From an optimization exercise on the open Yosys and OpenROAD flow, aimed at small area, a short achievable clock period and few clock cycles per item; shortcuts taken in it are not production practice.
RTL that was checked went through simulation tests only; none was proved equivalent to the original.

Setup of before:
==> module lpp_add, before the edit <==
module lpp_add #(
    parameter int W = 32
) (
    input  logic [W-1:0] a,
    input  logic [W-1:0] b,
    input  logic         ci,
    input  logic         inv,
    output logic [W-1:0] s
);
    localparam int L = $clog2(W + 1);
    logic [W:0] g [0:L];
    logic [W:0] p [0:L];
    logic [W-1:0] hx;
    assign hx      = a ^ b;
    assign g[0][0] = ci;
    assign p[0][0] = 1'b0;
    assign g[0][W:1] = a & b;
    assign p[0][W:1] = hx;
    for (genvar l = 0; l < L; l++)
    begin : g_lvl
        for (genvar i = 0; i <= W; i++)
        begin : g_bit
            if (((i >> l) & 1) == 1)
            begin : g_node
                localparam int J = ((i >> l) << l) - 1;
                assign g[l + 1][i] = g[l][i] | (p[l][i] & g[l][J]);
                assign p[l + 1][i] = p[l][i] & p[l][J];
            end
            else
            begin : g_pass
                assign g[l + 1][i] = g[l][i];
                assign p[l + 1][i] = p[l][i];
            end
        end
    end
    assign s = (hx ^ {W{inv}}) ^ g[L][W-1:0];
endmodule
==> flow/config.mk <==
export PLATFORM = sky130hd
export DESIGN_NAME = lidar_polar_to_pixel
export DESIGN_NICKNAME = lidar_polar_to_pixel
export VERILOG_FILES = /design/flow/design.v
export SDC_FILE = /design/flow/constraint.sdc
export NUM_CORES = 4
export LEC_CHECK = 0
export CAP_MARGIN = 20
export CORE_MARGIN = 2
export CORE_UTILIZATION = 40
export SLEW_MARGIN = 20
==> flow/constraint.sdc <==
create_clock -name core_clock -period 10.0 [get_ports {clk}]
set_input_delay 2.0000 -clock core_clock [delete_from_list [all_inputs] [get_ports {clk}]]
set_output_delay 2.0000 -clock core_clock [all_outputs]
set_load 0.01 [all_outputs]
standard.sh (not shown) runs the stock make flow with config.mk's settings and CLKGATE_MAP_FILE= SYNTH_SCRIPT=/design/flow/synth_recipe.tcl, a recipe that flattens the netlist after the stock synthesis.
==> flow/flow/run.sh <==
#!/bin/bash
# The standard layout, with timing repair aimed at a 3.6 ns period (the
# clock and constraints stay the design's: only repair_timing's setup
# margin changes).
set -euo pipefail
bash standard.sh SETUP_SLACK_MARGIN=6.4 finish > standard.log 2>&1
before | stages: all done | timing, DRC, antenna: all pass
Changes in after relative to before:
diff --git a/flow/design.v b/flow/design.v
--- a/flow/design.v
+++ b/flow/design.v
@@ -97,9 +97,17 @@
     input  logic         ci,
     input  logic         inv,
     output logic [W-1:0] s
 );
-    localparam int L = $clog2(W + 1);
+    function automatic int levels(input int n);
+        int l;
+        l = 0;
+        for (int k = 0; k < 32; k++)
+            if ((1 << k) < n)
+                l = k + 1;
+        levels = l;
+    endfunction
+    localparam int L = levels(W + 1);
     logic [W:0] g [0:L];
     logic [W:0] p [0:L];
     logic [W-1:0] hx;
     assign hx      = a ^ b;
==> comparison <==
- Measured against each other, before and after differ in path depth of the worst reg2reg path, the lower figure coming from after.
- In after the area fraction in and, or, nand and nor cells after synthesis turned out 0.79 points lower than in before.
- before → after: area after synthesis shows a reduction of 0.46%, final-layout non-clock buffer area share shows an increase of 0.21 points, finished layout cell area shows no meaningful change.
Testbench counts of after, summed over its fixed seeds: cycles 8,168, items 8,000.
Only the layout flow was run in before; the RTL was not checked for function there.

--- another note on this design; it stands on its own ---

==> flow/design.v (excerpt) <==
module lidar_polar_to_pixel (
    input  logic        clk,
    input  logic        rst_n,
    input  logic        s_axis_tvalid,
    output logic        s_axis_tready,
    input  logic [39:0] s_axis_tdata,
    input  logic        s_axis_tuser,
    output logic        m_axis_tvalid,
    input  logic        m_axis_tready,
    output logic [39:0] m_axis_tdata,
    output logic        m_axis_tuser,
    input  logic        cfg_we,
    input  logic [1:0]  cfg_index,
    input  logic [23:0] cfg_data
);
    localparam logic [23:0] SCALE_RESET  = 24'd65536;
    localparam logic [11:0] CENTRE_X_RST = 12'd400;
    localparam logic [11:0] CENTRE_Y_RST = 12'd300;
    localparam logic [1:0] REG_PIXEL_SCALE = 2'd0;
    localparam logic [1:0] REG_CENTRE_X    = 2'd1;
    localparam logic [1:0] REG_CENTRE_Y    = 2'd2;
    function automatic logic [29:0] atan_q30(input int i);
        logic [29:0] r;
        case (i)
            0:       r = 30'd843314857;
            1:       r = 30'd497837829;
            2:       r = 30'd263043837;
            3:       r = 30'd133525159;
            4:       r = 30'd67021687;
            5:       r = 30'd33543516;
            6:       r = 30'd16775851;
            7:       r = 30'd8388437;
            8:       r = 30'd4194283;
            9:       r = 30'd2097149;
            10:      r = 30'd1048576;
            11:      r = 30'd524288;
            12:      r = 30'd262144;
            13:      r = 30'd131072;
            14:      r = 30'd65536;
            15:      r = 30'd32768;
            default: r = 30'd0;
        endcase
        atan_q30 = r;
    endfunction
    function automatic logic [63:0] sk_add(input logic [63:0] a, input logic [63:0] b,
                                           input logic ci);
        logic [64:0] g;
        logic [64:0] p;
        logic [64:0] gn;
        logic [64:0] pn;
        logic [63:0] hx;
        hx = a ^ b;
  ...
Size: ~1900 flip-flops, about 120 I/O pins.
Settings: LEC_CHECK=0, CAP_MARGIN=20, CORE_MARGIN=2, CORE_UTILIZATION=40, SLEW_MARGIN=20, SYNTH_HIERARCHICAL=1; clock period 10.0 ns.
standard.sh (not shown) runs the stock make flow with config.mk's settings and CLKGATE_MAP_FILE= SYNTH_SCRIPT=/design/flow/synth_recipe.tcl, a recipe that flattens the netlist after the stock synthesis.
==> flow/flow/run.sh <==
#!/bin/bash
# The standard layout, with timing repair after placement aimed at a
# 3.6 ns period. The clock and constraints stay the design's: only
# repair_timing's setup margin changes. Synthesis and floorplan run first,
# the floorplan removing synthesis buffers rather than repairing timing
# (that repair cannot buffer, so it only spins on the pipeline enable net);
# placement re-buffers.
set -euo pipefail
bash standard.sh REMOVE_ABC_BUFFERS=1 floorplan > standard_floorplan.log 2>&1
bash standard.sh SETUP_SLACK_MARGIN=6.4 finish > standard_finish.log 2>&1
Testbench counts at the start, summed over its fixed seeds: cycles 8,176, items 8,000.
Edit:
Settings changed: CTS_CLUSTER_DIAMETER set to 120, CTS_CLUSTER_SIZE set to 22.
Effect: The changed run finished with timing, DRC and antenna clean; non-clock buffer count goes up by 2; design area drops by a few percent; routed wire length goes down slightly; flip-flop and latch count is unchanged; utilization goes down by 1.3 points; synthesized area is unchanged; worst setup slack gets worse by 0.022 ns.

## static timing again, ports no longer ideal
In the flow no input, the clock included, has a driving cell. The finished layouts below were timed again as built, in two steps.
Step 1 assumes that a clkbuf_16 drives the clock port and a buf_2 every other input.
Step 2 times the ports against the registers' clock, not the clock port: input delays grow and output delays shrink by t, the midpoint of the rising clock arrivals with the driver on.
a / b / c = ideal / step 1 / step 2; a / b = the first two.
run | t (ns) | setup WS [ns] | worst register clock-pin slew, ns | pins driven straight from the clock port
before | 0.951 | 6.123 / 6.123 / 5.761 | 0.07 / 0.07 | 1
after | 0.945 | 5.969 / 5.969 / 5.969 | 0.07 / 0.07 | 1
the first run of note 2 | 0.985 | 6.182 / 6.182 / 6.015 | 0.07 / 0.07 | 1
the second run of note 2 | 0.929 | 6.160 / 6.160 / 6.003 | 0.10 / 0.10 | 1
After both steps every run listed still meets setup and hold. For before, which loses most, drivers alone change the setup slack by 0.000 ns; drivers and shift together by -0.362 ns.
